From an optimization exercise on the open Yosys and OpenROAD flow, aimed at small area and a short achievable clock period; shortcuts taken in it are not production practice. Function was checked by simulation only, so behaviour that the tests miss may differ from the original. No activity file was given, so power comes from the tool's default toggle rates.

### flow/config.mk
export PLATFORM = sky130hd
export DESIGN_NAME = lsu_top
export DESIGN_NICKNAME = lsu_top
export VERILOG_FILES = /design/flow/design.v
export SDC_FILE = /design/flow/constraint.sdc
export NUM_CORES = 4
export LEC_CHECK = 0
export CAP_MARGIN = 20
export CELL_PAD_IN_SITES_DETAIL_PLACEMENT = 1
export CORE_MARGIN = 2
export CORE_UTILIZATION = 42
export CTS_CLUSTER_DIAMETER = 100
export CTS_CLUSTER_SIZE = 30
export PLACE_DENSITY = 0.55
export SETUP_SLACK_MARGIN = 2.5
export SLEW_MARGIN = 20
export SYNTH_HIERARCHICAL = 1
### flow/constraint.sdc
create_clock -name core_clock -period 5.0 [get_ports {clk}]
set_input_delay 1.0000 -clock core_clock [delete_from_list [all_inputs] [get_ports {clk}]]
set_output_delay 1.0000 -clock core_clock [all_outputs]
set_load 0.01 [all_outputs]
### flow/design.v
package lsu_pkg;
  localparam int ILEN           = 32;
  localparam int EXCEPTION_SIZE = 16;
  localparam logic [4:0] OPC_LOAD  = 5'b00000;
  localparam logic [4:0] OPC_STORE = 5'b01000;
  localparam logic [2:0] F3_B  = 3'b000;
  localparam logic [2:0] F3_H  = 3'b001;
  localparam logic [2:0] F3_W  = 3'b010;
  localparam logic [2:0] F3_BU = 3'b100;
  localparam logic [2:0] F3_HU = 3'b101;
  typedef struct packed {
    logic       is_load;
    logic [2:0] func3;
    logic [1:0] offset;
  } lsu_load_info_t;
endpackage
module lsu_req
(
  input  logic                                clk,
  input  logic                                rstn,
  input  logic                                ex_stall,
  input  logic                                id_bubble,
  input  logic                                pipe_flush,
  input  logic [lsu_pkg::ILEN          -1:0]  id_instr,
  input  logic [lsu_pkg::EXCEPTION_SIZE-1:0]  id_exception,
  input  logic [31:0]                         opa,
  input  logic [31:0]                         opb,
  output logic                                lsu_bubble,
  output logic [lsu_pkg::EXCEPTION_SIZE-1:0]  lsu_exception,
  output logic                                req_ld,
  output logic [3:0]                          req_we,
  output logic [7:0]                          req_lo,
  output logic [15:0]                         req_hi,
  output logic [1:0]                          req_off,
  output logic [2:0]                          req_f3,
  output logic [31:0]                         req_d
);
  logic [4:0]  opcode;
  logic [2:0]  func3;
  logic        is_load;
  logic        is_store;
  logic        accept;
  logic [8:0]  adr_ld;
  logic [8:0]  adr_st;
  logic [7:0]  lo_ld, lo_st;
  logic [15:0] hi_ld, hi_st;
  logic [1:0]  off;
  logic        accepted;
  logic        sw;
  logic [3:0]  be;
  logic [31:0] wd;
  assign opcode   = id_instr[6:2];
  assign func3    = id_instr[14:12];
  assign is_load  = (opcode == lsu_pkg::OPC_LOAD);
  assign is_store = (opcode == lsu_pkg::OPC_STORE);
  assign accept   = !ex_stall && !id_bubble && !pipe_flush &&
                    !(|id_exception) && (is_load || is_store);
  assign adr_ld   = opa[8:0] + opb[8:0];
  assign adr_st   = opa[8:0] + {id_instr[28:25], id_instr[11:7]};
  assign off      = is_store ? adr_st[1:0] : adr_ld[1:0];
  always_comb
  begin
    for (int i = 0; i < 8; i++)
    begin
      lo_ld[i] = (adr_ld[4:2] == 3'(i));
      lo_st[i] = (adr_st[4:2] == 3'(i));
    end
    for (int i = 0; i < 16; i++)
    begin
      hi_ld[i] = (adr_ld[8:5] == 4'(i));
      hi_st[i] = (adr_st[8:5] == 4'(i));
    end
  end
  assign sw       = func3[1];
  assign be[0] = sw || (off == 2'd0);
  assign be[1] = sw || (off == 2'd1) || (func3[0] && off == 2'd0);
  assign be[2] = sw || (off == 2'd2) || (func3[0] && off == 2'd1);
  assign be[3] = sw || (off == 2'd3) || (func3[0] && off == 2'd2);
  assign wd[ 7: 0] = opb[7:0];
  assign wd[15: 8] = (!sw && off == 2'd1) ? opb[7:0] : opb[15:8];
  assign wd[23:16] = sw ? opb[23:16] : (off == 2'd1) ? opb[15:8] : opb[7:0];
  assign wd[31:24] = sw ? opb[31:24] : (off == 2'd2) ? opb[15:8] : opb[7:0];
  always_ff @(posedge clk, negedge rstn)
    if (!rstn)
    begin
      req_ld   <= 1'b0;
      req_we   <= '0;
      accepted <= 1'b0;
    end
    else
    begin
      req_ld <= accept && is_load;
      req_we <= {4{accept && is_store}} & be;
      if (!ex_stall)
        accepted <= accept;
    end
  assign lsu_bubble = !accepted;
  always_ff @(posedge clk)
  begin
    req_lo   <= is_store ? lo_st : lo_ld;
    req_hi   <= is_store ? hi_st : hi_ld;
    req_off <= off;
    req_f3  <= func3;
    req_d   <= wd;
  end
  always_ff @(posedge clk, negedge rstn)
    if (!rstn)
      lsu_exception <= '0;
    else if (!ex_stall)
      lsu_exception <= id_exception;
endmodule
module lsu_load_align
(
  input  logic        clk,
  input  logic        rstn,
  input  logic        req_ld,
  input  logic [1:0]  req_off,
  input  logic [2:0]  req_f3,
  input  logic [31:0] q0,
  input  logic [31:0] q1,
  output logic [31:0] lsu_r,
  output logic        lsu_r_valid
);
  logic        ld_q;
  logic [2:0]  f3_q;
  logic [1:0]  off_q;
  logic [31:0] s;
  logic [31:0] result;
  always_ff @(posedge clk, negedge rstn)
    if (!rstn)
    begin
      ld_q        <= 1'b0;
      lsu_r_valid <= 1'b0;
    end
    else
    begin
      ld_q        <= req_ld;
      lsu_r_valid <= ld_q;
    end
  always_ff @(posedge clk)
  begin
    f3_q  <= req_f3;
    off_q <= req_off;
  end
  assign s = (q0 | q1) >> {off_q, 3'b000};
  always_comb
    case (f3_q)
      lsu_pkg::F3_B  : result = 32'($signed(s[7:0]));
      lsu_pkg::F3_BU : result = 32'(s[7:0]);
      lsu_pkg::F3_H  : result = 32'($signed(s[15:0]));
      lsu_pkg::F3_HU : result = 32'(s[15:0]);
      default        : result = s;
    endcase
  always_ff @(posedge clk)
    lsu_r <= result;
endmodule
module dmem_sram
(
  input  logic        clk,
  input  logic [3:0]  we,
  input  logic [7:0]  lo,
  input  logic [15:0] hi,
  input  logic [31:0] d,
  output logic [31:0] q0,
  output logic [31:0] q1
);
  dmem_half u_half0 (
    .clk (clk),
    .we  (we),
    .lo  (lo),
    .hi  (hi[7:0]),
    .d   (d),
    .q   (q0)
  );
  dmem_half u_half1 (
    .clk (clk),
    .we  (we),
    .lo  (lo),
    .hi  (hi[15:8]),
    .d   (d),
    .q   (q1)
  );
endmodule
module dmem_half
(
  input  logic        clk,
  input  logic [3:0]  we,
  input  logic [7:0]  lo,
  input  logic [7:0]  hi,
  input  logic [31:0] d,
  output logic [31:0] q
);
  logic [63:0][31:0] mem;
  logic [7:0][3:0]   hw;
  logic [63:0][3:0]  en;
  logic [31:0][7:0]  grp;
  logic [31:0]       rd;
  for (genvar j = 0; j < 8; j++)
  begin : g_hw
    assign hw[j] = {4{hi[j]}} & we;
  end
  for (genvar w = 0; w < 64; w++)
  begin : g_word
    assign en[w] = {4{lo[w % 8]}} & hw[w / 8];
    for (genvar k = 0; k < 4; k++)
    begin : g_lane
      always_ff @(posedge clk)
        if (en[w][k])
          mem[w][8*k +: 8] <= d[8*k +: 8];
    end
  end
  for (genvar b = 0; b < 32; b++)
  begin : g_bit
    for (genvar j = 0; j < 8; j++)
    begin : g_grp
      dmem_sel8 u_sel (
        .a ({mem[8*j+7][b], mem[8*j+6][b], mem[8*j+5][b], mem[8*j+4][b],
             mem[8*j+3][b], mem[8*j+2][b], mem[8*j+1][b], mem[8*j][b]}),
        .s (lo),
        .y (grp[b][j])
      );
    end
    dmem_sel8 u_grp (
      .a (grp[b]),
      .s (hi),
      .y (rd[b])
    );
  end
  always_ff @(posedge clk)
    q <= rd;
endmodule
module dmem_sel8
(
  input  logic [7:0] a,
  input  logic [7:0] s,
  output logic       y
);
  assign y = |(a & s);
endmodule
module lsu_top
#(
  parameter int XLEN      = 32,
  parameter int MEM_WORDS = 128
)
(
  input  logic                      clk,
  input  logic                      rstn,
  input  logic                      ex_stall,
  input  logic                      id_bubble,
  input  logic                      pipe_flush,
  input  logic [lsu_pkg::ILEN          -1:0] id_instr,
  input  logic [lsu_pkg::EXCEPTION_SIZE-1:0] id_exception,
  input  logic [XLEN          -1:0] opa,
  input  logic [XLEN          -1:0] opb,
  output logic                      lsu_bubble,
  output logic [lsu_pkg::EXCEPTION_SIZE-1:0] lsu_exception,
  output logic [XLEN          -1:0] lsu_r,
  output logic                      lsu_r_valid
);
  logic        req_ld;
  logic [3:0]  req_we;
  logic [7:0]  req_lo;
  logic [15:0] req_hi;
  logic [1:0]  req_off;
  logic [2:0]  req_f3;
  logic [31:0] req_d;
  logic [31:0] q0;
  logic [31:0] q1;
  lsu_req u_lsu_req (
    .clk           (clk),
    .rstn          (rstn),
    .ex_stall      (ex_stall),
    .id_bubble     (id_bubble),
    .pipe_flush    (pipe_flush),
    .id_instr      (id_instr),
    .id_exception  (id_exception),
    .opa           (opa),
    .opb           (opb),
    .lsu_bubble    (lsu_bubble),
    .lsu_exception (lsu_exception),
    .req_ld        (req_ld),
    .req_we        (req_we),
    .req_lo        (req_lo),
    .req_hi        (req_hi),
    .req_off       (req_off),
    .req_f3        (req_f3),
    .req_d         (req_d)
  );
  dmem_sram u_dmem_sram (
    .clk (clk),
    .we  (req_we),
    .lo  (req_lo),
    .hi  (req_hi),
    .d   (req_d),
    .q0  (q0),
    .q1  (q1)
  );
  lsu_load_align u_lsu_load_align (
    .clk         (clk),
    .rstn        (rstn),
    .req_ld      (req_ld),
    .req_off     (req_off),
    .req_f3      (req_f3),
    .q0          (q0),
    .q1          (q1),
    .lsu_r       (lsu_r),
    .lsu_r_valid (lsu_r_valid)
  );
endmodule
### flow/run.sh
#!/bin/bash
# synth_recipe.tcl (not shown) runs the flow's synth.tcl, then flattens the netlist and writes it again
# the make line also repeats each setting of config.mk as NAME=value (left out here)
make -C /OpenROAD-flow-scripts/flow DESIGN_CONFIG=/design/flow/config.mk WORK_HOME=/design/flow/orfs CLKGATE_MAP_FILE= SYNTH_SCRIPT=/design/flow/synth_recipe.tcl finish
==> results.cfg, run 1 <==
[critical_path]
crit_family = compound AO/OA/AOI/OAI gates
max_stage_delay_ns = 0.50
arrival_ns = 3.46
setup.worst_path.end = u_dmem_sram.u_half1.q[9]
end_kind = register
cp.depth = 6
path_cells = buf_12, buf_12, a22oi_1, nand4_1, a22oi_1, nand4_1
cp_slowest_cell = dfxtp_4
worstSetupPathType = reg2reg
path_max_fanout = 135
r2r_cells = 6
r2r_slack_ns = 2.27
crit_buf_inv = 2
required_ns = 5.73
cp-start-kind = register
crit_start = u_lsu_req.req_lo[1]
worstReg2RegStart = u_lsu_req.req_lo[1]
worstReg2RegEnd = u_dmem_sram.u_half1.q[9]

[synthesis]
ys.flop_type = edfxtp_1
synth_edf_count = 4096
synth_cell_type_count = 60
synthCells = 8243
synthTopCellsByArea = edfxtp_1 80%, a22oi_1 11%, nand4_1 2.3%, dfxtp_1 2.1%, and3_1 2.0%
yosys.area.top_type = edfxtp_1
yosys_warnings = 9
syn_area_um2 = 154000
syn_avg_cell_area_um2 = 18.7
postSynth.asyncResetShare_pct = 0.560
synth_common_cells = 4096 x edfxtp_1, 2304 x a22oi_1, 577 x nand4_1
yosysTopAreaCellShare_pct = 79.7
yosysMostFrequentCell = edfxtp_1
syn_nets = 8378
synth_seq_cells = 4282
yosysSeqAreaShare_pct = 82.2

[timing]
report.final.slew_viol_count = 0
finalCriticalPeriod_ns = 2.73
hold_viol_final = 0
tns_ns = 0
grt_setup_unrepaired = yes
whs_ns = 0.0758
clock_skew_ns = 0.0627
worst_pin_slew_ns = 1.15
finalSetupViolCount = 0
finalCritPeriodShare_pct = 54.5
max-slew-margin-rel_pct = 23.4
max_freq_mhz = 367

[power]
leakagePower_uw = 0.0509
p_per_area_nw_per_um2 = 404
vdd_drop_max_mv = 0.259

[die]
dieWidth_um = 610
rows = 222
die_area_um2 = 372000
core-area_um2 = 366000
ios = 167
start_util_pct = 42.2
die_y_um = 610

[clocking]
worstSkewPairLatency_ns = 0.93
tritoncts = done
cts.path.max_buffers = 4
cts_buffers = 168
cts_root_buffer = clkbuf_16
cts_sinks = 4282
holdBufCountCts = 0
path_clk_slew_ns = 0.12
htree_levels = 4

[job]
drv_cap = 0

[finish]
final_util_pct = 46.4
stdcell_area_um2 = 170000
final_cell_count_no_fill = 13500
nFillCells = 33700
area_growth_pct = 10.0
drive_above_1_share_pct = 12.2
nNetsFinal = 8718

[drt]
route.detailed.drc = 0
drt_iter0_markers = 11000
ant_nets = 0
via_per_inst = 6.36
drt-total-wl_um = 441000
route.vias.total = 86000
wire_per_inst_um = 32.6
dr.pass1.iters = 7

[global_routing]
grt_pass1_wl_um = 632000
grt_use_total_pct = 23.0
grt-ovfl-total = 0
grt_pass1_vias = 86100
antenna_found_initial = 20
grt_max_degree = 140

[placement]
dpl_cell_area_um2 = 163000
gp_congestion = 0.812
placedCellCount = 13200
dp_hpwl_um = 258000
port_buffers = 128

[worst_hold_path]
min_path_type = in2async

[run_status]
outcome = finished clean
## where the power goes
group	leakage (µW)	switching, µW	total [µW]	internal, µW
clock	0.00234	10600	17300	6630
sequential	0.0378	1180	41200	40100
combinational	0.0107	7130	10100	2980
total	0.0509	18900	68600	49700
## placed cells by master (no fill, tap or decap), types with 35 or more instances in the layout
cell type,netlist,final
edfxtp_1,4096,4096
a22oi_1,2304,2239
nand4_1,577,577
and3_2,28,382
clkbuf_16,0,174
and3_1,486,132
buf_4,2,120
clkbuf_1,107,89
dfxtp_1,162,86
clkdlybuf4s50_1,0,69
a22oi_2,0,65
nand2_1,71,63
dfxtp_4,0,58
o21ai_0,54,52
buf_12,0,50
nor2_1,39,37
buf_2,32,35
## per-stage QoR
stage / worst slack, ns / total power, µW
after floorplan: 1.27 / 46400
after global placement: 1.11 / 51300
after detailed placement: 1.07 / 51500
after CTS: 2.34 / 68800
after global routing: 2.38 / 70700
final: 2.27 / 68600
## flip-flops by register name (all words and copies together), names as in the netlist, 8 cells and up
signal and count:
u_dmem_sram.u_half0.mem 2048, u_dmem_sram.u_half1.mem 2048, u_dmem_sram.u_half0.q 32, u_dmem_sram.u_half1.q 32, u_lsu_load_align.lsu_r 32, u_lsu_req.req_d 32, u_lsu_req.lsu_exception 16, u_lsu_req.req_hi 16
u_lsu_req.req_lo 8
## Yosys stat by module, one instance, submodules excluded, excerpt
| module | copies in the design | flops+latches | cells inside | area, µm² |
|---|---|---|---|---|
| lsu_req | 1 | 83 | 348 | 3640 |
| dmem_sel8 | 576 | 0 | 5 | 36.3 |
| lsu_load_align | 1 | 39 | 195 | 1640 |
| dmem_half | 2 | 2080 | 2410 | 64100 |
## layer usage
layer | track usage [%] | vias to the layer above | wire length (µm) | part of all wire, %
met5 | 0 | - | 50 | 0.011
met4 | 4.66 | 8 | 9250 | 2.1
met3 | 2.42 | 409 | 27800 | 6.3
met2 | 37.4 | 3192 | 213000 | 48
met1 | 33.9 | 46200 | 191000 | 43
li1 | - | 36200 | - | -
## logic make-up after synthesis
kind of cell,after synthesis,synth area share (%)
compound gates,2438,11.8
xor+xnor,14,0.0795
fa+ha+maj,18,0.156
buf+inv,176,0.490
flops,4282,82.2
mux,48,0.342
simple gates,1267,4.99
## area by class of cell
| type | instances | area [µm²] | area share (%) |
|---|---|---|---|
| Antenna cell | 12 | 30.0 | 0.0177 |
| Inverter | 7 | 26.3 | 0.0155 |
| Clock inverter | 15 | 215 | 0.127 |
| Sequential cell | 4282 | 127000 | 74.9 |
| Clock buffer | 263 | 4670 | 2.75 |
| Timing Repair Buffer | 338 | 3930 | 2.31 |
| Tap cell | 4816 | 6030 | 3.55 |
| Multi-Input combinational cell | 3786 | 27800 | 16.4 |
## worst min-delay path by stage
stage          cells past startpoint                    endpoint  slack (ns)                start
6_report                           1         u_lsu_req.req_we[2]        0.08                 rstn
5_1_grt                            1  u_lsu_req.lsu_exception[9]        0.08                 rstn
4_1_cts                            0    u_lsu_load_align.f3_q[1]        0.34  u_lsu_req.req_f3[1]
3_5_place_dp                       0    u_lsu_load_align.f3_q[1]        0.31  u_lsu_req.req_f3[1]
3_3_place_gp                       0    u_lsu_load_align.f3_q[1]        0.31  u_lsu_req.req_f3[1]
2_1_floorplan                      0    u_lsu_load_align.f3_q[0]        0.31  u_lsu_req.req_f3[0]
## timing repair
action / 4_1_cts / 5_1_grt
setup buffers: 43 / 12
resized for setup: 286 / 94
endpoints found under the setup margin: 1437 / 226
cloned: 7 / 2
pin swaps: 29 / 14
==> inputs of run 2 (changes only) <==
--- a/flow/design.v
+++ b/flow/design.v
@@ -31,4 +31,4 @@
   output logic [3:0]                          req_we,
-  output logic [7:0]                          req_lo,
-  output logic [15:0]                         req_hi,
+  output logic [7:0]                          lo,
+  output logic [15:0]                         hi,
   output logic [1:0]                          req_off,
@@ -97,6 +97,6 @@
   assign lsu_bubble = !accepted;
+  assign lo = is_store ? lo_st : lo_ld;
+  assign hi = is_store ? hi_st : hi_ld;
   always_ff @(posedge clk)
   begin
-    req_lo   <= is_store ? lo_st : lo_ld;
-    req_hi   <= is_store ? hi_st : hi_ld;
     req_off <= off;
@@ -193,3 +193,3 @@
   logic [63:0][31:0] mem;
-  logic [7:0][3:0]   hw;
+  logic [7:0][3:0]   hw_n;
   logic [63:0][3:0]  en;
@@ -197,5 +197,26 @@
   logic [31:0]       rd;
+  logic [1:0][7:0]   lo_q;
+  logic [7:0]        lo_n_q;
+  logic [7:0]        hi_q;
+  dmem_reg8 u_hi_r (
+    .clk (clk),
+    .d   (hi),
+    .q   (hi_q)
+  );
+  dmem_reg8 u_lo_n_r (
+    .clk (clk),
+    .d   (~lo),
+    .q   (lo_n_q)
+  );
+  for (genvar c = 0; c < 2; c++)
+  begin : g_lo
+    dmem_reg8 u_lo_r (
+      .clk (clk),
+      .d   (lo),
+      .q   (lo_q[c])
+    );
+  end
   for (genvar j = 0; j < 8; j++)
   begin : g_hw
-    assign hw[j] = {4{hi[j]}} & we;
+    assign hw_n[j] = ~({4{hi_q[j]}} & we);
   end
@@ -203,3 +224,10 @@
   begin : g_word
-    assign en[w] = {4{lo[w % 8]}} & hw[w / 8];
+    for (genvar k = 0; k < 4; k++)
+    begin : g_en
+      dmem_nor2 u_en (
+        .a (lo_n_q[w % 8]),
+        .b (hw_n[w / 8][k]),
+        .y (en[w][k])
+      );
+    end
     for (genvar k = 0; k < 4; k++)
@@ -218,3 +246,3 @@
              mem[8*j+3][b], mem[8*j+2][b], mem[8*j+1][b], mem[8*j][b]}),
-        .s (lo),
+        .s (lo_q[b / 16]),
         .y (grp[b][j])
@@ -224,3 +252,3 @@
       .a (grp[b]),
-      .s (hi),
+      .s (hi_q),
       .y (rd[b])
@@ -239,2 +267,19 @@
 endmodule
+module dmem_nor2
+(
+  input  logic a,
+  input  logic b,
+  output logic y
+);
+  assign y = ~(a | b);
+endmodule
+module dmem_reg8
+(
+  input  logic       clk,
+  input  logic [7:0] d,
+  output logic [7:0] q
+);
+  always_ff @(posedge clk)
+    q <= d;
+endmodule
 module lsu_top
@@ -261,4 +306,4 @@
   logic [3:0]  req_we;
-  logic [7:0]  req_lo;
-  logic [15:0] req_hi;
+  logic [7:0]  lo;
+  logic [15:0] hi;
   logic [1:0]  req_off;
@@ -282,4 +327,4 @@
     .req_we        (req_we),
-    .req_lo        (req_lo),
-    .req_hi        (req_hi),
+    .lo            (lo),
+    .hi            (hi),
     .req_off       (req_off),
@@ -291,4 +336,4 @@
     .we  (req_we),
-    .lo  (req_lo),
-    .hi  (req_hi),
+    .lo  (lo),
+    .hi  (hi),
     .d   (req_d),
--- a/flow/config.mk
+++ b/flow/config.mk
@@ -11,6 +11,6 @@
 export CORE_UTILIZATION = 42
-export CTS_CLUSTER_DIAMETER = 100
-export CTS_CLUSTER_SIZE = 30
+export CTS_CLUSTER_DIAMETER = 90
+export CTS_CLUSTER_SIZE = 25
 export PLACE_DENSITY = 0.55
-export SETUP_SLACK_MARGIN = 2.5
+export SETUP_SLACK_MARGIN = 2.6
 export SLEW_MARGIN = 20
==> run 2 against run 1 <==
Compared with the run above:
- register-to-register slack improved by 0.17 ns
- via count rose by 0.27%
- synthesized cell count fell by 0.39%
- core utilization rose by 0.66 points
- cell count rose by 1.1%
- die area fell by 0.52%
- cell area rose by 0.66%
- wire length rose by 2.9%
- setup slack improved by 0.16 ns
- largest cell class unchanged
- sequential power rose by 4%
==> results.cfg, run 2 <==
[global_routing]
grt_pass1_wl_um = 639000
grt_use_total_pct = 23.6
grt_pass1_vias = 86100
antenna_found_initial = 13
grt-ovfl-total = 0
grt_max_degree = 113

[clocking]
tritoncts = done
cts_sinks = 4322
cts_root_buffer = clkbuf_16
cts_buffers = 202
cts.path.max_buffers = 4
worstSkewPairLatency_ns = 0.96
path_clk_slew_ns = 0.10
htree_levels = 4

[power]
p_clk_share_pct = 26.9
p_per_area_nw_per_um2 = 416
vdd_drop_max_mv = 0.289
p_int_uw = 51300
switching_share_pct = 27.9
switchingPower_uw = 19800
power_frac_seq_pct = 60.2
leakagePower_uw = 0.0492
pwr-share-comb_pct = 12.9

[timing]
finalSetupViolCount = 0
grt_setup_unrepaired = yes
max_freq_mhz = 389
report.final.slew_viol_count = 0
hold_viol_final = 0
max-slew-margin-rel_pct = 10.7
whs_ns = 0.167
finalCritPeriodShare_pct = 51.4
finalCriticalPeriod_ns = 2.57
clock_skew_ns = 0.0431
worst_pin_slew_ns = 1.34
tns_ns = 0

[drt]
drt-total-wl_um = 453000
route.detailed.drc = 0
route.vias.total = 86200
via_per_inst = 6.31
dr.pass1.iters = 5
drt_iter0_markers = 9972
wire_per_inst_um = 33.2
ant_nets = 0

[synthesis]
synthCells = 8211
syn_avg_cell_area_um2 = 18.7
postSynth.asyncResetShare_pct = 0.555
yosysSeqAreaShare_pct = 83.2
synth_common_cells = 4096 x edfxtp_1, 2304 x a22oi_1, 578 x nand4_1
yosys.area.top_type = edfxtp_1
syn_area_um2 = 154000
synth_edf_count = 4096
syn_nets = 8346
yosys_warnings = 10
synth_cell_type_count = 62
yosysTopAreaCellShare_pct = 80.1
synthTopCellsByArea = edfxtp_1 80%, a22oi_1 11%, dfxtp_1 2.6%, nand4_1 2.4%, nor2_1 1.3%
yosysMostFrequentCell = edfxtp_1
ys.flop_type = edfxtp_1
synth_seq_cells = 4322

[critical_path]
worstSetupPathType = in2reg
path_cells = buf_6, buf_8, ha_4, fa_2, a21o_1, a221oi_4, xor2_2, nor2_2, or4_4, a21oi_2
arrival_ns = 3.45
path_max_fanout = 4
end_kind = register
cp_slowest_cell = or4_4
max_stage_delay_ns = 0.60
crit_buf_inv = 2
required_ns = 5.88
cp-start-kind = input port
crit_family = compound AO/OA/AOI/OAI gates

[die]
dieWidth_um = 609
die_area_um2 = 370000
die_y_um = 609
rows = 221
ios = 167
start_util_pct = 42.3
core-area_um2 = 363000

[finish]
area_growth_pct = 11.3
nNetsFinal = 8864
final_util_pct = 47.1
drive_above_1_share_pct = 12.1
final_common_cell = edfxtp_1
layout_common_cells = 4096 x edfxtp_1, 2267 x a22oi_1, 578 x nand4_1, 268 x nor2_2, 249 x nor2_1
reg_top3 = u_dmem_sram.u_half0.mem x2048, u_dmem_sram.u_half1.mem x2048

[placement]
port_buffers = 128
dp_hpwl_um = 267000
gp_congestion = 0.909

[worst_hold_path]
min_path_type = in2async

[job]
drv_cap = 0

[run_status]
outcome = finished clean
-- run 2: changes by cell type in the layout (fill, tap and decap cells not counted), moves of 29 or more --
cell,before,now
nor2_2,2,268
buf_6,20,65
and3_2,382,0
nand2_1,63,113
nor2_1,37,249
clkbuf_16,174,207
dfxtp_4,58,87
and3_1,132,0
-- run 2: metal layers --
layer / global-route usage [%] / wire [µm] / part of all wire, %
met4: 8.81 / 18500 / 4.1
met3: 2.56 / 28600 / 6.3
met2: 38.6 / 219000 / 48
met5: 0 / 23 / 0.0051
met1: 32.8 / 187000 / 41
-- run 2: layout make-up --
class / count / area [µm²]
Tap cell: 4794 / 6000
Antenna cell: 7 / 17.5
Inverter: 20 / 82.6
Timing Repair Buffer: 340 / 3570
Fill cell: 33600 / 192000
Sequential cell: 4322 / 128000
Clock buffer: 312 / 5580
Clock inverter: 25 / 389
Multi-Input combinational cell: 3843 / 27200
-- run 2: cells by family after synthesis --
family          after synthesis  share of synthesized area [%]
mux                          47                          0.339
compound gates             2447                           11.8
xor+xnor                     12                         0.0685
flops                      4322                           83.2
fa+ha+maj                    18                          0.156
simple gates               1318                           4.30
buf+inv                      47                          0.144
-- run 2: final timing paths --
check,slack [ns],startpoint,depth (start not counted),to
worst max-delay path,2.43,id_instr[7],10,u_dmem_sram.u_half0.u_hi_r.q[5]
worst min-delay path,0.17,rstn,1,u_lsu_req.lsu_exception[8]
worst max register to register,2.44,u_dmem_sram.u_half1.u_hi_r.q[1],3,u_dmem_sram.u_half1.mem[275]
worst min register to register,0.34,u_lsu_req.req_f3[2],0,u_lsu_load_align.f3_q[2]
max in group asynchronous,4.13,rstn,1,u_lsu_req.req_we[0]
min in group core_clock,0.34,u_lsu_req.req_f3[2],0,u_lsu_load_align.f3_q[2]
-- run 2: Yosys stat by module (local to each module, per instance), a selection --
module | cell area, µm² | times used | cells
dmem_sel8 | 36.3 | 576 | 5
dmem_reg8 | 160 | 8 | 8
dmem_nor2 | 3.75 | 512 | 1
dmem_half | 62300 | 2 | 2124
lsu_load_align | 1640 | 1 | 195
lsu_req | 3140 | 1 | 312
-- run 2: timing repair --
| item | 4_1_cts | 5_1_grt |
|---|---|---|
| endpoints found under the setup margin | 3007 | 1284 |
| hold buffers | 0 | 0 |
| buffers inserted | 32 | 15 |
| gates cloned | 2 | 1 |
| resized for setup | 580 | 203 |
| pin swaps | 32 | 25 |
-- run 2: through the flow --
step	std cells	worst slack [ns]	area, µm²	power, µW
global route	13700	2.41	171000	72900
floorplan	8211	2.09	154000	46500
detailed placement	13300	0.979	162000	52000
global placement	13300	0.990	162000	51800
CTS	13600	2.41	170000	71000
finish	13700	2.43	171000	71000
-- run 2: power groups by stage --
stage	Clock, µW	Sequential (µW)	Combinational [µW]
detailed placement	0	43600	8350
CTS	19500	42800	8690
floorplan	0	43100	3390
global route	20500	42800	9560
finish	19100	42800	9140
global placement	0	43600	8180
==> inputs of run 3 (changes only) <==
==> flow/flow/run.sh (new file) <==
#!/bin/bash
# The standard layout (standard.sh, unchanged synthesis and steps) with two
# changes to how the layout is made:
#  - CTS puts tree buffers at most 200 um apart (CTS_BUF_DISTANCE), which
#    gives this design's clock tree less insertion delay than the default;
#  - the port buffers start as buf_4 (BUFFER_PORTS_ARGS) instead of the slow
#    delay cell buffer_ports picks by default.
# make's full output goes to standard.log here; each ORFS step keeps its own
# log under orfs/logs/.
set -euo pipefail
export CTS_BUF_DISTANCE=200
export BUFFER_PORTS_ARGS="-buffer_cell sky130_fd_sc_hd__buf_4"
bash standard.sh > standard.log 2>&1
==> flow/standard.sh (new file) <==
#!/bin/bash
# synth_recipe.tcl (not shown) runs the flow's synth.tcl, then flattens the netlist and writes it again
# the make line also repeats each setting of config.mk as NAME=value (left out here)
make -C /OpenROAD-flow-scripts/flow DESIGN_CONFIG=/design/flow/config.mk WORK_HOME=/design/flow/orfs CLKGATE_MAP_FILE= SYNTH_SCRIPT=/design/flow/synth_recipe.tcl "${@:-finish}"
removed: flow/run.sh
==> run 3 against run 2 <==
Compared with the run above:
- still clean on timing, DRC and antenna
- register-to-register slack about the same
- die area did not move
- setup slack got worse by 0.034 ns
- critical endpoint is now u_dmem_sram.u_half0.u_lo_n_r.q[3]
- combinational power decreased by 1%
- wire length grew 0.29%
- core utilization fell by 0.28 points
- sequential power is essentially flat
- largest power group unchanged
- critical path depth grew 3
- cell count shrank 0.15%
- first-iteration DRC count increased by 3.2%
==> results.cfg, run 3 <==
[critical_path]
setup.worst_path.end = u_dmem_sram.u_half0.u_lo_n_r.q[3]
required_ns = 5.80
critPathMostFrequentCell = buf_6
worstReg2RegStart = u_dmem_sram.u_half1.u_hi_r.q[6]
cp.depth = 13
cp-start-kind = input port
r2r_cells = 3
crit_start = opa[0]
worstReg2RegEnd = u_dmem_sram.u_half1.mem[1590]
worstSetupPathType = in2reg
crit_family = buffers and inverters
path_max_fanout = 4
end_kind = register
cp_slowest_cell = fa_2
r2r_slack_ns = 2.43
arrival_ns = 3.41
path_cells = buf_12, ha_4, fa_2, a21o_1, a21oi_2, xor2_2, mux2i_4, buf_12, buf_6, buf_6, nor3b_4, buf_6, inv_2
crit_buf_inv = 6
max_stage_delay_ns = 0.39

[timing]
hold_viol_final = 0
finalCriticalPeriod_ns = 2.60
tns_ns = 0
finalSetupViolCount = 0
clock_skew_ns = 0.0606
grt_setup_unrepaired = yes
report.final.slew_viol_count = 0
finalCritPeriodShare_pct = 52.0
whs_ns = 0.0551
worst_pin_slew_ns = 1.30
max_freq_mhz = 384
max-slew-margin-rel_pct = 13.6

[global_routing]
grt_pass1_vias = 86700
grt_use_total_pct = 23.7
antenna_found_initial = 38
grt_max_degree = 129
grt-ovfl-total = 0
grt_pass1_wl_um = 641000

[synthesis]
syn_nets = 8346
synth_common_cells = 4096 x edfxtp_1, 2304 x a22oi_1, 578 x nand4_1
yosysTopAreaCellShare_pct = 80.1
syn_area_um2 = 154000
synthCells = 8211
syn_avg_cell_area_um2 = 18.7
yosys.area.top_type = edfxtp_1
yosysMostFrequentCell = edfxtp_1
synthTopCellsByArea = edfxtp_1 80%, a22oi_1 11%, dfxtp_1 2.6%, nand4_1 2.4%, nor2_1 1.3%
yosysSeqAreaShare_pct = 83.2
ys.flop_type = edfxtp_1
synth_seq_cells = 4322
yosys_warnings = 10
synth_cell_type_count = 62
postSynth.asyncResetShare_pct = 0.555
synth_edf_count = 4096

[clocking]
htree_levels = 4
cts_sinks = 4322
cts_root_buffer = clkbuf_16
cts_buffers = 199
tritoncts = done
cts.path.max_buffers = 4
worstSkewPairLatency_ns = 0.90
path_clk_slew_ns = 0.10

[drt]
dr.pass1.iters = 6
ant_nets = 0
route.detailed.drc = 0
drt-total-wl_um = 455000
route.vias.total = 85900
wire_per_inst_um = 33.3
via_per_inst = 6.30
drt_iter0_markers = 10300

[finish]
final_common_cell = edfxtp_1
nNetsFinal = 8838
nFillCells = 33700
reg_top3 = u_dmem_sram.u_half0.mem x2048, u_dmem_sram.u_half1.mem x2048
layout_common_cells = 4096 x edfxtp_1, 2260 x a22oi_1, 578 x nand4_1, 388 x nor2_1, 210 x clkbuf_16
drive_above_1_share_pct = 10.9
area_growth_pct = 10.7

[job]
drv_cap = 0

[run_status]
outcome = finished clean

[die]
die_area_um2 = 370000
rows = 221
ios = 167
die_y_um = 609
start_util_pct = 42.3
dieWidth_um = 609
core-area_um2 = 363000

[power]
p_per_area_nw_per_um2 = 415
leakagePower_uw = 0.0490
vdd_drop_max_mv = 0.301

[placement]
gp_congestion = 0.887
port_buffers = 128
dp_hpwl_um = 266000

[worst_hold_path]
min_path_type = in2async
[run 3: cell counts after synthesis]
Identical to the previous run, type by type.
[run 3: metal layers]
layer  GRT usage, %  vias up  share of wire [%]
li1               -    36100                  -
met1           32.3    45900                 41
met2           39.1     3277                 49
met3           2.59      592                6.3
met4           9.48        0                4.4
met5              0        -                  0
[run 3: cell type report]
cell class	count	area [µm²]	area share, %
Sequential cell	4322	128000	75.3
Multi-Input combinational cell	3843	26700	15.7
Inverter	20	75.1	0.0442
Tap cell	4794	6000	3.53
Antenna cell	23	57.6	0.0339
Clock buffer	308	5570	3.28
Timing Repair Buffer	317	3260	1.92
Clock inverter	16	210	0.124
[run 3: modules after synthesis (local to each module, per instance), a selection]
module,flip-flops and latches,cells,area (µm²),copies in the design
dmem_half,2080,2124,62300,2
dmem_nor2,0,1,3.75,512
dmem_reg8,8,8,160,8
dmem_sel8,0,5,36.3,576
lsu_load_align,39,195,1640,1
lsu_req,59,312,3140,1
[run 3: logic make-up (layout without fill, tap and decap cells)]
logic type,Yosys count,in the layout,share of synthesized area (%)
mux,47,47,0.339
other cells,0,23,0
compound gates,2447,2447,11.8
flops,4322,4322,83.2
buf+inv,47,661,0.144
fa+ha+maj,18,18,0.156
xor+xnor,12,12,0.0685
simple gates,1318,1319,4.30
[run 3: repair_timing]
action / in CTS / in global routing
pin swaps: 10 / 21
gates resized for setup: 206 / 172
setup buffers: 26 / 22
setup endpoints to repair: 1777 / 1119
cloned: 1 / 3
hold buffers: 0 / 0
[run 3: worst min-delay path by stage]
stage	startpoint	to	slack [ns]
3_3_place_gp	u_lsu_req.req_f3[1]	u_lsu_load_align.f3_q[1]	0.31
6_report	rstn	u_lsu_req.lsu_exception[8]	0.06
3_5_place_dp	u_lsu_req.req_f3[1]	u_lsu_load_align.f3_q[1]	0.32
4_1_cts	rstn	u_lsu_req.lsu_exception[8]	0.02
2_1_floorplan	u_lsu_req.req_f3[0]	u_lsu_load_align.f3_q[0]	0.31
5_1_grt	rstn	u_lsu_req.lsu_exception[8]	0.05
[run 3: per-stage QoR]
| stage | setup WS (ns) | instances | instance area, µm² | total power, µW | utilization (%) |
|---|---|---|---|---|---|
| 2_1_floorplan | 2.09 | 8211 | 154000 | 46500 | - |
| 3_3_place_gp | 0.632 | 13200 | 162000 | 51600 | 44.6 |
| 3_5_place_dp | 0.590 | 13200 | 162000 | 51800 | 44.6 |
| 4_1_cts | 2.47 | 13600 | 169000 | 70600 | 46.5 |
| 5_1_grt | 2.39 | 13600 | 170000 | 72500 | 46.8 |
| 6_report | 2.40 | 13600 | 170000 | 70600 | 46.8 |
[run 3: report_power, final]
| group | internal (µW) | switching [µW] | leakage [µW] |
|---|---|---|---|
| Combinational | 2850 | 6200 | 0.00802 |
| Sequential | 40400 | 2300 | 0.0382 |
| Clock | 7870 | 10900 | 0.00278 |
==> inputs of run 4 (changes only) <==
--- a/flow/design.v
+++ b/flow/design.v
@@ -42,4 +42,3 @@
   logic        accept;
-  logic [8:0]  adr_ld;
-  logic [8:0]  adr_st;
+  logic [1:0]  off_ld, off_st;
   logic [7:0]  lo_ld, lo_st;
@@ -57,18 +56,17 @@
                     !(|id_exception) && (is_load || is_store);
-  assign adr_ld   = opa[8:0] + opb[8:0];
-  assign adr_st   = opa[8:0] + {id_instr[28:25], id_instr[11:7]};
-  assign off      = is_store ? adr_st[1:0] : adr_ld[1:0];
-  always_comb
-  begin
-    for (int i = 0; i < 8; i++)
-    begin
-      lo_ld[i] = (adr_ld[4:2] == 3'(i));
-      lo_st[i] = (adr_st[4:2] == 3'(i));
-    end
-    for (int i = 0; i < 16; i++)
-    begin
-      hi_ld[i] = (adr_ld[8:5] == 4'(i));
-      hi_st[i] = (adr_st[8:5] == 4'(i));
-    end
-  end
+  lsu_adec u_adec_ld (
+    .a   (opa[8:0]),
+    .b   (opb[8:0]),
+    .off (off_ld),
+    .lo  (lo_ld),
+    .hi  (hi_ld)
+  );
+  lsu_adec u_adec_st (
+    .a   (opa[8:0]),
+    .b   ({id_instr[28:25], id_instr[11:7]}),
+    .off (off_st),
+    .lo  (lo_st),
+    .hi  (hi_st)
+  );
+  assign off      = is_store ? off_st : off_ld;
   assign sw       = func3[1];
@@ -111,2 +109,31 @@
 endmodule
+module lsu_adec
+(
+  input  logic [8:0]  a,
+  input  logic [8:0]  b,
+  output logic [1:0]  off,
+  output logic [7:0]  lo,
+  output logic [15:0] hi
+);
+  logic [2:0]  s_off;
+  logic [5:0]  s_c5;
+  logic [2:0]  m;
+  logic [3:0]  n;
+  logic [7:0]  lo0;
+  logic [15:0] hi0;
+  assign s_off = {1'b0, a[1:0]} + {1'b0, b[1:0]};
+  assign s_c5  = {1'b0, a[4:0]} + {1'b0, b[4:0]};
+  assign m     = a[4:2] + b[4:2];
+  assign n     = a[8:5] + b[8:5];
+  assign off   = s_off[1:0];
+  always_comb
+  begin
+    for (int i = 0; i < 8; i++)
+      lo0[i] = (m == 3'(i));
+    for (int i = 0; i < 16; i++)
+      hi0[i] = (n == 4'(i));
+  end
+  assign lo = s_off[2] ? {lo0[6:0], lo0[7]}   : lo0;
+  assign hi = s_c5[5]  ? {hi0[14:0], hi0[15]} : hi0;
+endmodule
 module lsu_load_align
@@ -200,2 +227,3 @@
   logic [7:0]        hi_q;
+  logic [7:0]        hi_w_q;
   dmem_reg8 u_hi_r (
@@ -205,2 +233,7 @@
   );
+  dmem_reg8 u_hi_w_r (
+    .clk (clk),
+    .d   (hi),
+    .q   (hi_w_q)
+  );
   dmem_reg8 u_lo_n_r (
@@ -220,3 +253,3 @@
   begin : g_hw
-    assign hw_n[j] = ~({4{hi_q[j]}} & we);
+    assign hw_n[j] = ~({4{hi_w_q[j]}} & we);
   end
==> run 4 against run 3 <==
Compared with the run above:
- wire length rose by 4.5%
- clock skew rose by 0.012 ns
- area after synthesis rose by 0.61%
- hold slack improved by 0.16 ns
- critical path depth fell by 11
- global-route usage rose by 0.59 points
- flip-flop and latch count rose by 16
==> results.cfg, run 4 <==
[critical_path]
path_cells = nand2_1, nor2_2
required_ns = 5.51
end_kind = register
arrival_ns = 3.11
cp-start-kind = register
worstSetupPathType = reg2reg
r2r_slack_ns = 2.40
crit_family = simple AND/OR/NAND/NOR gates
cp_slowest_cell = dfxtp_1
crit_buf_inv = 0
path_max_fanout = 8
max_stage_delay_ns = 0.93

[drt]
route.vias.total = 88000
drt_iter0_markers = 11200
route.detailed.drc = 0
via_per_inst = 6.41
drt-total-wl_um = 475000
dr.pass1.iters = 6
ant_nets = 0
wire_per_inst_um = 34.6

[power]
p_per_area_nw_per_um2 = 405
switchingPower_uw = 18700
p_int_uw = 50800
leakagePower_uw = 0.0504
vdd_drop_max_mv = 0.348
switching_share_pct = 26.9
p_clk_share_pct = 27.0
pwr-share-comb_pct = 12.0
power_frac_seq_pct = 60.9

[synthesis]
yosys.area.top_type = edfxtp_1
synth_edf_count = 4096
synth_common_cells = 4096 x edfxtp_1, 2304 x a22oi_1, 578 x nand4_1
synthCells = 8281
syn_avg_cell_area_um2 = 18.7
postSynth.asyncResetShare_pct = 0.553
syn_area_um2 = 154000
synth_cell_type_count = 61
synthTopCellsByArea = edfxtp_1 80%, a22oi_1 11%, dfxtp_1 2.8%, nand4_1 2.3%, nor2_1 1.4%
syn_nets = 8420
yosys_warnings = 11
synth_seq_cells = 4338
yosysSeqAreaShare_pct = 82.9
ys.flop_type = edfxtp_1
yosysTopAreaCellShare_pct = 79.6
yosysMostFrequentCell = edfxtp_1

[timing]
max-slew-margin-rel_pct = 3.85
grt_setup_unrepaired = yes
finalCriticalPeriod_ns = 2.60
finalSetupViolCount = 0
max_freq_mhz = 384
report.final.slew_viol_count = 0
tns_ns = 0
clock_skew_ns = 0.0727
whs_ns = 0.211
hold_viol_final = 0
worst_pin_slew_ns = 1.43
finalCritPeriodShare_pct = 52.1

[die]
ios = 167
die_y_um = 610
dieWidth_um = 610
core-area_um2 = 366000
start_util_pct = 42.2
die_area_um2 = 373000
rows = 222

[finish]
layout_common_cells = 4096 x edfxtp_1, 2249 x a22oi_1, 578 x nand4_1, 330 x nor2_2, 213 x clkbuf_16
area_growth_pct = 11.2
final_common_cell = edfxtp_1
nNetsFinal = 8915
nFillCells = 33600
reg_top3 = u_dmem_sram.u_half0.mem x2048, u_dmem_sram.u_half1.mem x2048
drive_above_1_share_pct = 13.5
final_util_pct = 47.0
multi_input_area_um2 = 27800
final_cell_count_no_fill = 13700
seq_area_um2 = 128000

[clocking]
worstSkewPairLatency_ns = 0.90
tritoncts = done
cts_buffers = 198
cts_sinks = 4338
path_clk_slew_ns = 0.10
cts_root_buffer = clkbuf_16
htree_levels = 4
cts.path.max_buffers = 4

[job]
drv_cap = 0

[global_routing]
grt_pass1_vias = 87500
antenna_found_initial = 31
grt_use_total_pct = 24.3
grt-ovfl-total = 0
grt_pass1_wl_um = 656000
grt_max_degree = 98

[worst_hold_path]
min_path_type = in2reg

[placement]
port_buffers = 128
gp_congestion = 0.848
placedCellCount = 13300
dp_hpwl_um = 274000

[run_status]
outcome = finished clean
run 4: cell types whose count changed in the layout (fill, tap and decap cells not counted), sizes merged, moves of 12 or more:
cell and delta:
nor3 +14, o21ai -12, o22a +16, mux2 +21, a31o +16, a21boi +16
nand2 -19, dfxtp +16, nor2 +12, a21oi -22, diode -16
run 4: final timing paths:
kind	from	to	depth (start not counted)
worst min-delay path	id_instr[14]	u_lsu_req.req_f3[2]	1
worst max-delay path	u_dmem_sram.u_half1.u_hi_w_r.q[5]	u_dmem_sram.u_half1.mem[1444]	2
worst min register to register	u_lsu_req.req_off[0]	u_lsu_load_align.off_q[0]	0
min in group asynchronous	rstn	u_lsu_req.lsu_exception[8]	2
max in group asynchronous	rstn	u_lsu_req.req_we[2]	2
worst max register to register	u_dmem_sram.u_half1.u_hi_w_r.q[5]	u_dmem_sram.u_half1.mem[1444]	2
run 4: area by class of cell:
| cell class | count | area share, % |
|---|---|---|
| well taps | 4816 | 3.51 |
| flip-flops and latches | 4338 | 74.7 |
| inverters | 26 | 0.0568 |
| diodes | 7 | 0.0102 |
| multi-input cells | 3883 | 16.2 |
| repair buffers | 329 | 2.27 |
| clock inverters | 11 | 0.0612 |
| clock buffers | 313 | 3.26 |
run 4: logic make-up (layout without fill, tap and decap cells):
kind of cell | Yosys count | count (layout) | share of synthesized area (%)
simple gates | 1327 | 1328 | 4.31
flops | 4338 | 4338 | 82.9
compound gates | 2459 | 2459 | 11.9
xor+xnor | 16 | 16 | 0.100
buf+inv | 61 | 679 | 0.177
fa+ha+maj | 22 | 22 | 0.207
other cells | 0 | 7 | 0
mux | 58 | 58 | 0.415
run 4: per-module statistics from Yosys, one instance, submodules excluded, a selection:
module	area (µm²)	times used	cells	flip-flops and latches
lsu_load_align	1640	1	195	39
dmem_sel8	36.3	576	5	0
dmem_half	62300	2	2124	2080
dmem_nor2	3.75	512	1	0
lsu_adec	579	2	77	0
lsu_req	2600	1	212	59
dmem_reg8	160	10	8	8
run 4: repair_timing:
item | CTS | global route
setup buffers | 30 | 31
hold buffers | 1 | 0
pin swaps | 26 | 14
setup endpoints to repair | 3221 | 2130
hold endpoints to repair | 24 | 0
gates cloned | 4 | 4
resized for setup | 304 | 231
run 4: routing by layer:
layer,vias up,share of wire [%],track usage (%),wire (µm)
met1,46900,40,33.6,192000
li1,36400,-,-,-
met3,634,7.7,3.03,36400
met5,-,0.014,0,67
met2,3989,48,39.1,226000
met4,10,4.3,9.79,20500
run 4: per-stage QoR:
stage / setup slack, ns / instance area, µm² / total power (µW)
global route: 2.44 / 172000 / 71200
finish: 2.40 / 172000 / 69500
CTS: 2.43 / 170000 / 69300
global placement: 1.44 / 163000 / 50300
floorplan: 2.36 / 155000 / 45800
detailed placement: 1.78 / 163000 / 50500
run 4: power groups by stage:
| stage | combinational (µW) | sequential, µW | clock, µW |
|---|---|---|---|
| 3_5_place_dp | 7030 | 43500 | 0 |
| 5_1_grt | 8710 | 42400 | 20100 |
| 3_3_place_gp | 6860 | 43400 | 0 |
| 2_1_floorplan | 2760 | 43000 | 0 |
| 4_1_cts | 7690 | 42500 | 19100 |
| 6_report | 8370 | 42400 | 18800 |
==> inputs of run 5 (changes only) <==
==> flow/run.sh (new file) <==
#!/bin/bash
# synth_recipe.tcl (not shown) runs the flow's synth.tcl, then flattens the netlist and writes it again
# the make line also repeats each setting of config.mk as NAME=value (left out here)
make -C /OpenROAD-flow-scripts/flow DESIGN_CONFIG=/design/flow/config.mk WORK_HOME=/design/flow/orfs CLKGATE_MAP_FILE= SYNTH_SCRIPT=/design/flow/synth_recipe.tcl finish
removed: flow/flow/run.sh
removed: flow/standard.sh
==> run 5 against run 4 <==
Compared with the run above:
- sequential share of layout area decreased by 0.11 points
- combinational power about the same
- register-to-register slack got worse by 0.02 ns
- flip-flop and latch count unchanged
- critical endpoint is now u_dmem_sram.u_half0.mem[1704]
- largest cell class unchanged
==> results.cfg, run 5 <==
[finish]
final_cell_count_no_fill = 13800
final_common_cell = edfxtp_1
nNetsFinal = 8952
layout_common_cells = 4096 x edfxtp_1, 2244 x a22oi_1, 578 x nand4_1, 278 x nor2_2, 271 x nor2_1
reg_top3 = u_dmem_sram.u_half0.mem x2048, u_dmem_sram.u_half1.mem x2048
stdcell_area_um2 = 172000
area_growth_pct = 11.4
multi_input_area_um2 = 27600
seq_area_um2 = 128000
drive_above_1_share_pct = 12.6
nFillCells = 33800

[run_status]
outcome = finished clean

[clocking]
holdBufCountCts = 0
tritoncts = done
worstSkewPairLatency_ns = 0.95
cts_sinks = 4338
cts_buffers = 200
path_clk_slew_ns = 0.09
cts_root_buffer = clkbuf_16
cts.path.max_buffers = 4
htree_levels = 4

[drt]
drt-total-wl_um = 473000
ant_nets = 0
via_per_inst = 6.38
wire_per_inst_um = 34.3
route.vias.total = 87900
route.detailed.drc = 0
dr.pass1.iters = 5
drt_iter0_markers = 11300

[synthesis]
synth_common_cells = 4096 x edfxtp_1, 2304 x a22oi_1, 578 x nand4_1
yosysMostFrequentCell = edfxtp_1
synth_cell_type_count = 61
syn_nets = 8420
yosysSeqAreaShare_pct = 82.9
synthCells = 8281
syn_avg_cell_area_um2 = 18.7
synth_edf_count = 4096
synth_seq_cells = 4338
yosys_warnings = 11
postSynth.asyncResetShare_pct = 0.553
synthTopCellsByArea = edfxtp_1 80%, a22oi_1 11%, dfxtp_1 2.8%, nand4_1 2.3%, nor2_1 1.4%
yosysTopAreaCellShare_pct = 79.6
yosys.area.top_type = edfxtp_1
ys.flop_type = edfxtp_1
syn_area_um2 = 154000

[timing]
report.final.slew_viol_count = 0
tns_ns = 0
worst_pin_slew_ns = 1.37
finalCriticalPeriod_ns = 2.62
max_freq_mhz = 382
hold_viol_final = 0
max-slew-margin-rel_pct = 7.51
whs_ns = 0.0803
clock_skew_ns = 0.0538
finalCritPeriodShare_pct = 52.4
finalSetupViolCount = 0
grt_setup_unrepaired = yes

[global_routing]
grt_use_total_pct = 24.4
grt_max_degree = 118
grt-ovfl-total = 0
grt_pass1_wl_um = 657000
grt_pass1_vias = 87700
antenna_found_initial = 27

[power]
vdd_drop_max_mv = 0.313
leakagePower_uw = 0.0506
p_per_area_nw_per_um2 = 404

[critical_path]
path_max_fanout = 8
arrival_ns = 3.17
required_ns = 5.55
cp-start-kind = register
r2r_cells = 2
end_kind = register
worstSetupPathType = reg2reg

[placement]
placedCellCount = 13300
dp_hpwl_um = 277000
gp_congestion = 0.858
dpl_cell_area_um2 = 163000
port_buffers = 128

[die]
rows = 222
die_y_um = 610
ios = 167
dieWidth_um = 610
start_util_pct = 42.2
core-area_um2 = 366000
die_area_um2 = 373000

[worst_hold_path]
min_path_type = in2async

[job]
drv_cap = 0
-- run 5: cell counts after synthesis --
Identical to the previous run, type by type.
-- run 5: worst max-delay path: stages (launching register included) --
cell and delay [ns]:
dfxtp_1 0.88, nand2_1 0.52, nor2_1 0.80
-- run 5: area by class of cell --
cell class	instances	area share, %
Antenna cell	12	0.0174
Clock buffer	305	3.17
Clock inverter	30	0.198
Inverter	26	0.0567
Multi-Input combinational cell	3883	16.0
Sequential cell	4338	74.6
Tap cell	4816	3.50
Timing Repair Buffer	364	2.45
-- run 5: final timing paths --
path	start	endpoint	slack (ns)
worst max-delay path	u_dmem_sram.u_half0.u_hi_w_r.q[6]	u_dmem_sram.u_half0.mem[1704]	2.38
max in group asynchronous	rstn	u_lsu_req.req_we[3]	4.46
worst min-delay path	rstn	u_lsu_req.lsu_exception[8]	0.08
worst min register to register	u_lsu_req.req_f3[0]	u_lsu_load_align.f3_q[0]	0.34
worst max register to register	u_dmem_sram.u_half0.u_hi_w_r.q[6]	u_dmem_sram.u_half0.mem[1704]	2.38
min in group core_clock	u_lsu_req.req_f3[0]	u_lsu_load_align.f3_q[0]	0.34
-- run 5: cell families after synthesis --
group                      after synthesis  synth area share (%)
adders and majority gates               22                 0.207
buffers and inverters                   61                 0.177
DFF                                   4338                  82.9
and+or+nand+nor                       1327                  4.31
AOI/OAI and AO/OA                     2459                  11.9
muxes                                   58                 0.415
xor gates and xnor gates                16                 0.100
-- run 5: stage by stage --
step / utilization [%] / power (µW) / setup WS [ns]
floorplan: - / 45800 / 2.36
global placement: 44.7 / 50400 / 0.952
detailed placement: 44.7 / 50600 / 0.926
CTS: 46.7 / 69600 / 2.43
global route: 47.0 / 71400 / 2.36
finish: 47.0 / 69600 / 2.38
-- run 5: timing repair --
action                     in CTS  in global routing
setup buffers                  29                 49
gates resized for setup       532                188
setup endpoints to repair    3580               1145
pin swaps                      21                 24
gates cloned                    6                  3
-- run 5: modules after synthesis, one instance, submodules excluded, a selection --
module / cells inside / times used / cell area (µm²)
lsu_adec: 77 / 2 / 579
lsu_req: 212 / 1 / 2600
dmem_reg8: 8 / 10 / 160
dmem_sel8: 5 / 576 / 36.3
dmem_nor2: 1 / 512 / 3.75
lsu_load_align: 195 / 1 / 1640
dmem_half: 2124 / 2 / 62300
-- run 5: power by group --
group	switching [µW]	internal, µW	leakage, µW
Combinational	5860	2520	0.00842
Clock	11100	7840	0.00279
Sequential	1710	40600	0.0394
-- run 5: metal layers --
metal	routed length, µm	track usage [%]	vias up	share of wire (%)
met1	191000	33.6	47000	40
li1	-	-	36500	-
met4	18600	9.57	2	3.9
met2	230000	39.7	3841	49
met3	33500	2.77	600	7.1
met5	20	0	-	0.0042
==> inputs of run 6 (changes only) <==
--- a/flow/design.v
+++ b/flow/design.v
@@ -30,3 +30,3 @@
   output logic                                req_ld,
-  output logic [3:0]                          req_we,
+  output logic [3:0]                          we,
   output logic [7:0]                          lo,
@@ -84,3 +84,2 @@
       req_ld   <= 1'b0;
-      req_we   <= '0;
       accepted <= 1'b0;
@@ -90,3 +89,2 @@
       req_ld <= accept && is_load;
-      req_we <= {4{accept && is_store}} & be;
       if (!ex_stall)
@@ -97,2 +95,3 @@
   assign hi = is_store ? hi_st : hi_ld;
+  assign we = {4{accept && is_store}} & be;
   always_ff @(posedge clk)
@@ -186,2 +185,3 @@
   input  logic        clk,
+  input  logic        rstn,
   input  logic [3:0]  we,
@@ -194,4 +194,5 @@
   dmem_half u_half0 (
-    .clk (clk),
-    .we  (we),
+    .clk  (clk),
+    .rstn (rstn),
+    .we   (we),
     .lo  (lo),
@@ -202,4 +203,5 @@
   dmem_half u_half1 (
-    .clk (clk),
-    .we  (we),
+    .clk  (clk),
+    .rstn (rstn),
+    .we   (we),
     .lo  (lo),
@@ -213,2 +215,3 @@
   input  logic        clk,
+  input  logic        rstn,
   input  logic [3:0]  we,
@@ -228,2 +231,3 @@
   logic [7:0]        hi_w_q;
+  logic [3:0]        we_q;
   dmem_reg8 u_hi_r (
@@ -233,2 +237,7 @@
   );
+  always_ff @(posedge clk, negedge rstn)
+    if (!rstn)
+      we_q <= '0;
+    else
+      we_q <= we;
   dmem_reg8 u_hi_w_r (
@@ -253,3 +262,3 @@
   begin : g_hw
-    assign hw_n[j] = ~({4{hi_w_q[j]}} & we);
+    assign hw_n[j] = ~({4{hi_w_q[j]}} & we_q);
   end
@@ -338,3 +347,3 @@
   logic        req_ld;
-  logic [3:0]  req_we;
+  logic [3:0]  we;
   logic [7:0]  lo;
@@ -359,3 +368,3 @@
     .req_ld        (req_ld),
-    .req_we        (req_we),
+    .we            (we),
     .lo            (lo),
@@ -367,4 +376,5 @@
   dmem_sram u_dmem_sram (
-    .clk (clk),
-    .we  (req_we),
+    .clk  (clk),
+    .rstn (rstn),
+    .we   (we),
     .lo  (lo),
==> flow/flow/run.sh (new file) <==
#!/bin/bash
# The standard layout (standard.sh, unchanged synthesis and steps) with two
# changes to how the layout is made:
#  - CTS puts tree buffers at most 200 um apart (CTS_BUF_DISTANCE), which
#    gives this design's clock tree less insertion delay than the default;
#  - the port buffers start as buf_4 (BUFFER_PORTS_ARGS) instead of the slow
#    delay cell buffer_ports picks by default.
# make's full output goes to standard.log here; each ORFS step keeps its own
# log under orfs/logs/.
set -euo pipefail
export CTS_BUF_DISTANCE=200
export BUFFER_PORTS_ARGS="-buffer_cell sky130_fd_sc_hd__buf_4"
bash standard.sh > standard.log 2>&1
==> flow/standard.sh (new file) <==
#!/bin/bash
# synth_recipe.tcl (not shown) runs the flow's synth.tcl, then flattens the netlist and writes it again
# the make line also repeats each setting of config.mk as NAME=value (left out here)
make -C /OpenROAD-flow-scripts/flow DESIGN_CONFIG=/design/flow/config.mk WORK_HOME=/design/flow/orfs CLKGATE_MAP_FILE= SYNTH_SCRIPT=/design/flow/synth_recipe.tcl "${@:-finish}"
removed: flow/run.sh
==> run 6 against run 5 <==
Compared with the run above:
- critical endpoint is now u_lsu_load_align.lsu_r[3]
- via count shrank 2.3%
- critical path type unchanged
- synthesized cell count barely moved
- hold slack improved by 0.14 ns
- register-to-register slack better by 0.14 ns
- sequential share of layout area rose by 0.97 points
- global-route usage is 1.0 points lower
- non-clock buffer count down 77
- setup slack improved by 0.14 ns
- count of clock-buffer cells in the layout up 5
- cell count is 0.62% lower
- combinational power fell by 9.9%
- critical path depth grew 2
==> results.cfg, run 6 <==
[placement]
port_buffers = 128
gp_congestion = 0.872
dp_hpwl_um = 274000
dpl_cell_area_um2 = 163000
placedCellCount = 13300

[synthesis]
synth_edf_count = 4096
synth_common_cells = 4096 x edfxtp_1, 2304 x a22oi_1, 579 x nand4_1
yosysMostFrequentCell = edfxtp_1
yosysSeqAreaShare_pct = 82.9
yosysTopAreaCellShare_pct = 79.6
ys.flop_type = edfxtp_1
synth_seq_cells = 4342
synthTopCellsByArea = edfxtp_1 80%, a22oi_1 11%, dfxtp_1 2.8%, nand4_1 2.3%, nor2_1 1.4%
synth_cell_type_count = 61
synthCells = 8285
postSynth.asyncResetShare_pct = 0.645
yosys_warnings = 11
syn_avg_cell_area_um2 = 18.6
yosys.area.top_type = edfxtp_1
syn_area_um2 = 154000
syn_nets = 8424

[critical_path]
path_max_fanout = 50
r2r_cells = 4
arrival_ns = 3.23
worstSetupPathType = reg2reg
end_kind = register
required_ns = 5.75
cp-start-kind = register

[drt]
route.vias.total = 85900
ant_nets = 0
drt_iter0_markers = 9806
dr.pass1.iters = 6
via_per_inst = 6.27
drt-total-wl_um = 448000
wire_per_inst_um = 32.7
route.detailed.drc = 0

[finish]
nFillCells = 33700
area_growth_pct = 10.0
final_common_cell = edfxtp_1
drive_above_1_share_pct = 10.7
reg_top3 = u_dmem_sram.u_half0.mem x2048, u_dmem_sram.u_half1.mem x2048
stdcell_area_um2 = 170000
final_util_pct = 46.5
nNetsFinal = 8878
final_cell_count_no_fill = 13700
layout_common_cells = 4096 x edfxtp_1, 2252 x a22oi_1, 579 x nand4_1, 384 x nor2_1, 208 x buf_4

[clocking]
htree_levels = 4
path_clk_slew_ns = 0.10
cts.path.max_buffers = 4
cts_root_buffer = clkbuf_16
tritoncts = done
worstSkewPairLatency_ns = 0.90
cts_sinks = 4342
cts_buffers = 196

[timing]
tns_ns = 0
report.final.slew_viol_count = 0
finalCritPeriodShare_pct = 49.7
finalSetupViolCount = 0
max_freq_mhz = 403
hold_viol_final = 0
worst_pin_slew_ns = 1.35
whs_ns = 0.218
finalCriticalPeriod_ns = 2.48
grt_setup_unrepaired = yes
max-slew-margin-rel_pct = 10.3
clock_skew_ns = 0.0490

[run_status]
outcome = finished clean

[power]
p_per_area_nw_per_um2 = 403
vdd_drop_max_mv = 0.282
leakagePower_uw = 0.0499

[global_routing]
grt-ovfl-total = 0
grt_max_degree = 129
grt_use_total_pct = 23.3
antenna_found_initial = 26
grt_pass1_wl_um = 635000
grt_pass1_vias = 87100

[die]
core-area_um2 = 366000
dieWidth_um = 610
die_area_um2 = 373000
rows = 222
die_y_um = 610
start_util_pct = 42.2
ios = 167

[worst_hold_path]
min_path_type = in2reg
holdPathStages = 1

[job]
drv_cap = 0
run 6: power by group:
group | leakage, µW | switching, µW | internal, µW | total (µW)
clock network | 0.00268 | 10800 | 7650 | 18400
registers | 0.0395 | 1860 | 40600 | 42400
logic | 0.00777 | 5310 | 2230 | 7540
run 6: what timing repair did:
action,in CTS,in global routing
pin swaps,6,5
hold buffers,1,0
buffers inserted,12,8
gates resized for setup,195,113
hold endpoints to repair,24,0
setup endpoints to repair,2837,695
run 6: logic make-up (layout without fill, tap and decap cells):
logic type | count (synthesis) | count (layout) | synth area share [%]
compound gates | 2461 | 2461 | 11.9
fa+ha+maj | 22 | 22 | 0.207
mux | 58 | 58 | 0.415
other cells | 0 | 11 | 0
flops | 4342 | 4342 | 82.9
buf+inv | 57 | 633 | 0.168
xor+xnor | 16 | 16 | 0.100
simple gates | 1329 | 1329 | 4.34
run 6: per-module statistics from Yosys, one instance, submodules excluded, a selection:
module          flip-flops and latches  cells inside  area [µm²]  times used
dmem_half                         2084          2128       62400           2
dmem_nor2                            0             1        3.75         512
dmem_reg8                            8             8         160          10
dmem_sel8                            0             5        36.3         576
lsu_load_align                      39           195        1640           1
lsu_req                             55           208        2450           1
run 6: area by class of cell:
| cell class | count | area [µm²] | share of cell area [%] |
|---|---|---|---|
| flip-flops and latches | 4342 | 128000 | 75.5 |
| multi-input cells | 3886 | 27100 | 15.9 |
| well taps | 4816 | 6030 | 3.55 |
| clock buffers | 310 | 5470 | 3.22 |
| repair buffers | 287 | 2730 | 1.61 |
| clock inverters | 10 | 114 | 0.0670 |
| inverters | 26 | 100 | 0.0589 |
| diodes | 11 | 27.5 | 0.0162 |
run 6: path summary, 6_finish.rpt:
check / from / to / slack (ns)
worst max register to register: u_lsu_load_align.off_q[0] / u_lsu_load_align.lsu_r[3] / 2.52
max in group asynchronous: rstn / u_dmem_sram.u_half1.we_q[1] / 4.11
worst min register to register: u_lsu_req.req_off[0] / u_lsu_load_align.off_q[0] / 0.33
min in group asynchronous: rstn / u_lsu_req.req_ld / 0.58
worst max-delay path: u_lsu_load_align.off_q[0] / u_lsu_load_align.lsu_r[3] / 2.52
worst min-delay path: id_instr[14] / u_lsu_req.req_f3[2] / 0.22
run 6: critical path, cell delays in order, from the launching register on:
cell	delay [ns]
dfxtp_4	0.75
nor3_1	0.13
a21oi_1	1.04
nand2_1	0.16
o21ai_0	0.22
run 6: routing by layer:
layer	global-route usage, %	routed length (µm)
met3	2.41	27000
met5	0	92
met2	39.0	220000
met1	31.7	183000
met4	8.67	19000
run 6: stage by stage:
| stage | power [µW] | setup slack [ns] |
|---|---|---|
| floorplan | 45800 | 2.31 |
| global placement | 50100 | 0.600 |
| detailed placement | 50400 | 1.55 |
| CTS | 68600 | 2.50 |
| global route | 70200 | 2.50 |
| finish | 68400 | 2.52 |

==> afterwards: timing with drivers on the ports <==
Ports are ideal in the flow. The routed layouts listed here were re-timed in OpenROAD. Step 1 (the two cells are an assumption about what drives the block):
set clk [get_ports {clk}]
set_driving_cell -lib_cell sky130_fd_sc_hd__clkbuf_16 $clk
set_driving_cell -lib_cell sky130_fd_sc_hd__buf_2 [delete_from_list [all_inputs] $clk]
Step 2, shift: input delay + t, output delay - t, t = (earliest + latest rising clock arrival at the registers) / 2. This alone moves slack from input paths to output paths. a / b / c = ideal / step 1 / step 2; a / b = the first two.
run	t, ns	slack for setup (ns)	hold slack, ns	worst setup path at the end
run 1	1.014	2.273 / 2.273 / 1.471	0.076 / -0.013 / 0.339	input to register
run 2	1.042	2.432 / 2.378 / 1.461	0.167 / 0.087 / 0.338	input to register
run 3	0.981	2.398 / 2.425 / 1.475	0.055 / -0.025 / 0.334	input to register
run 4	0.976	2.397 / 2.397 / 1.780	0.211 / 0.152 / 0.333	input to register
run 5	1.043	2.379 / 2.379 / 1.438	0.080 / -0.019 / 0.335	input to register
run 6	0.994	2.517 / 2.439 / 1.680	0.218 / 0.144 / 0.332	input to register
After both steps every run listed still meets setup and hold. For run 2, which loses most, drivers alone change the setup slack by -0.054 ns; drivers and shift together by -0.971 ns.
